Context: an optimization exercise on an open-source flow, tuned for small area. The choices shown serve that exercise and are no tape-out recipe. Only simulation tests tie the RTL to the original design; equivalence was not proved. Power is estimated from default activity; no workload was simulated.

==> flow/design.v (excerpt) <==
module dmem_responder
#(
  parameter int DEPTH_WORDS = 64
) (
  input  logic        clk,
  input  logic        rst,
  input  logic        req_valid,
  output logic        req_ready,
  input  logic        req_write,
  input  logic [31:0] req_addr,
  input  logic [31:0] req_wdata,
  input  logic [3:0]  req_be,
  output logic        rsp_valid,
  input  logic        rsp_ready,
  output logic [31:0] rsp_rdata,
  output logic        rsp_err
);
Settings: LEC_CHECK=0, CAP_MARGIN=20, CORE_MARGIN=2, CORE_UTILIZATION=50, CTS_CLUSTER_DIAMETER=100, CTS_CLUSTER_SIZE=25, SLEW_MARGIN=20, SYNTH_HIERARCHICAL=1; clock period 8.0 ns.
run.sh (not shown) runs the stock make flow with config.mk's settings and CLKGATE_MAP_FILE= SYNTH_SCRIPT=/design/flow/synth_recipe.tcl, a recipe that flattens the netlist after the stock synthesis.
The first run completed without violations.
Edit:
--- a/flow/config.mk
+++ b/flow/config.mk
@@ -8,7 +8,7 @@
 export CAP_MARGIN = 20
 export CORE_MARGIN = 2
-export CORE_UTILIZATION = 50
+export CORE_UTILIZATION = 65
 export CTS_CLUSTER_DIAMETER = 100
-export CTS_CLUSTER_SIZE = 25
+export CTS_CLUSTER_SIZE = 32
 export SLEW_MARGIN = 20
 export SYNTH_HIERARCHICAL = 1
Hold slack is better by 0.013 ns. Cell area goes down by 1.2%. Cell count goes down by 6.5%. Worst setup slack is worse by 0.12 ns. Wire length goes up by 3.8%. Sequential power stays flat. Clock power goes down by 9.7%. Non-clock buffer count goes up by 16. Register-to-register slack is worse by 0.22 ns. Die area goes down by 23%. Synthesized cell count stays the same.
Edit:
--- a/flow/config.mk
+++ b/flow/config.mk
@@ -8,5 +8,5 @@
 export CAP_MARGIN = 20
 export CORE_MARGIN = 2
-export CORE_UTILIZATION = 65
+export CORE_UTILIZATION = 50
 export CTS_CLUSTER_DIAMETER = 100
 export CTS_CLUSTER_SIZE = 32
The new run ran to the end with no violations.
Fmax increases by 1.9%.
Sequential power stays flat.
Total power hardly moves.
Global-route usage went down by 8.3 points.
Design area came out higher by 0.45%.
Hold slack barely changes.


## ember
Another version of the RTL of dmem_responder (not shown whole).
Size: about 3500 cells after synthesis, about 52000 µm² of cells after synthesis.
Design dmem_responder, start of the top module:
module dmem_responder
#(
  parameter int DEPTH_WORDS = 64
) (
  input  logic        clk,
  input  logic        rst,
  input  logic        req_valid,
  output logic        req_ready,
  input  logic        req_write,
  input  logic [31:0] req_addr,
  input  logic [31:0] req_wdata,
  input  logic [3:0]  req_be,
  output logic        rsp_valid,
  input  logic        rsp_ready,
  output logic [31:0] rsp_rdata,
  output logic        rsp_err
);
make LEC_CHECK=0 CAP_MARGIN=20 CORE_MARGIN=2 CORE_UTILIZATION=50 CTS_BUF_LIST=sky130_fd_sc_hd__clkbuf_8 CTS_CLUSTER_DIAMETER=60 CTS_CLUSTER_SIZE=16 SLEW_MARGIN=20 SYNTH_HIERARCHICAL=1 finish   # period 8.0 ns
Changes in willow relative to ember:
Settings: CTS_CLUSTER_SIZE: 16 -> 32; CTS_BUF_LIST: sky130_fd_sc_hd__clkbuf_8 -> unset; CTS_CLUSTER_DIAMETER: 60 -> 100.
--- outcome ---
The run showing the smaller final worst-path setup slack is willow.
Detailed-route vias per instance grows slightly when moving from ember to willow.
In willow the final wirelength turned out about 1% lower than in ember.
The following lists how raven was set up differently from willow:
==> flow/flow/run.sh (new file) <==
#!/bin/bash
# The standard layout (standard.sh, unchanged), with one difference: the buffer that
# buffer_ports puts on every input and output port is the smallest buffer,
# sky130_fd_sc_hd__buf_1, instead of the one buffer_ports picks by default.
# make's full output goes to standard.log; ORFS keeps each step's log under orfs/logs.
set -euo pipefail
cd "$(dirname "$0")/.."
export BUFFER_PORTS_ARGS="-buffer_cell sky130_fd_sc_hd__buf_1"
bash standard.sh > standard.log 2>&1
==> flow/standard.sh (new file) <==
#!/bin/bash
# synth_recipe.tcl (not shown) runs the flow's synth.tcl, then flattens the netlist and writes it again
# the make line also repeats each setting of config.mk as NAME=value (left out here)
make -C /OpenROAD-flow-scripts/flow DESIGN_CONFIG=/design/flow/config.mk WORK_HOME=/design/flow/orfs CLKGATE_MAP_FILE= SYNTH_SCRIPT=/design/flow/synth_recipe.tcl "${@:-finish}"
removed: flow/run.sh
Results
The more densely filled core belongs to willow, not raven. Average vias per placed instance across willow and raven: no real change. Between willow and raven, post-route fraction of the period consumed by the critical path is lower for willow, raven comes in above that. Looking only at first-pass GRT wire length, and setting everything else aside, the lower value of willow and raven goes to raven. Taking willow as the reference point, the relative contribution of combinational cells to total power of raven falls by 0.3 points.

[what the ideal ports hide]
In the flow no input, the clock included, has a driving cell. The finished layouts below were timed again as built, in two steps.
Step 1 assumes that a clkbuf_16 drives the clock port and a buf_2 every other input.
Step 2 adds t to the input delays and takes it off the output delays; t is the mean of the earliest and latest rising clock arrival at the registers after step 1. Input paths then give back, and output paths get back, about the clock's delay inside the block.
Three values: ideal, step 1, step 2; two values: the first two.
run	shift t [ns]	setup slack, ns	clock arrival spread, ns
the first run of note 1	0.770	1.840 / 1.891 / 1.121	0.034 / 0.034
the second run of note 1	0.754	1.723 / 1.723 / 1.148	0.042 / 0.042
the third run of note 1	0.748	1.838 / 1.889 / 1.141	0.031 / 0.031
ember	0.920	2.510 / 2.482 / 1.637	0.043 / 0.044
willow	0.743	2.370 / 2.415 / 1.672	0.034 / 0.034
raven	0.748	2.255 / 2.255 / 1.887	0.024 / 0.024
After both steps setup and hold are still met in every run listed. For ember, which loses most, drivers alone change the setup slack by -0.028 ns; drivers and shift together by -0.873 ns.
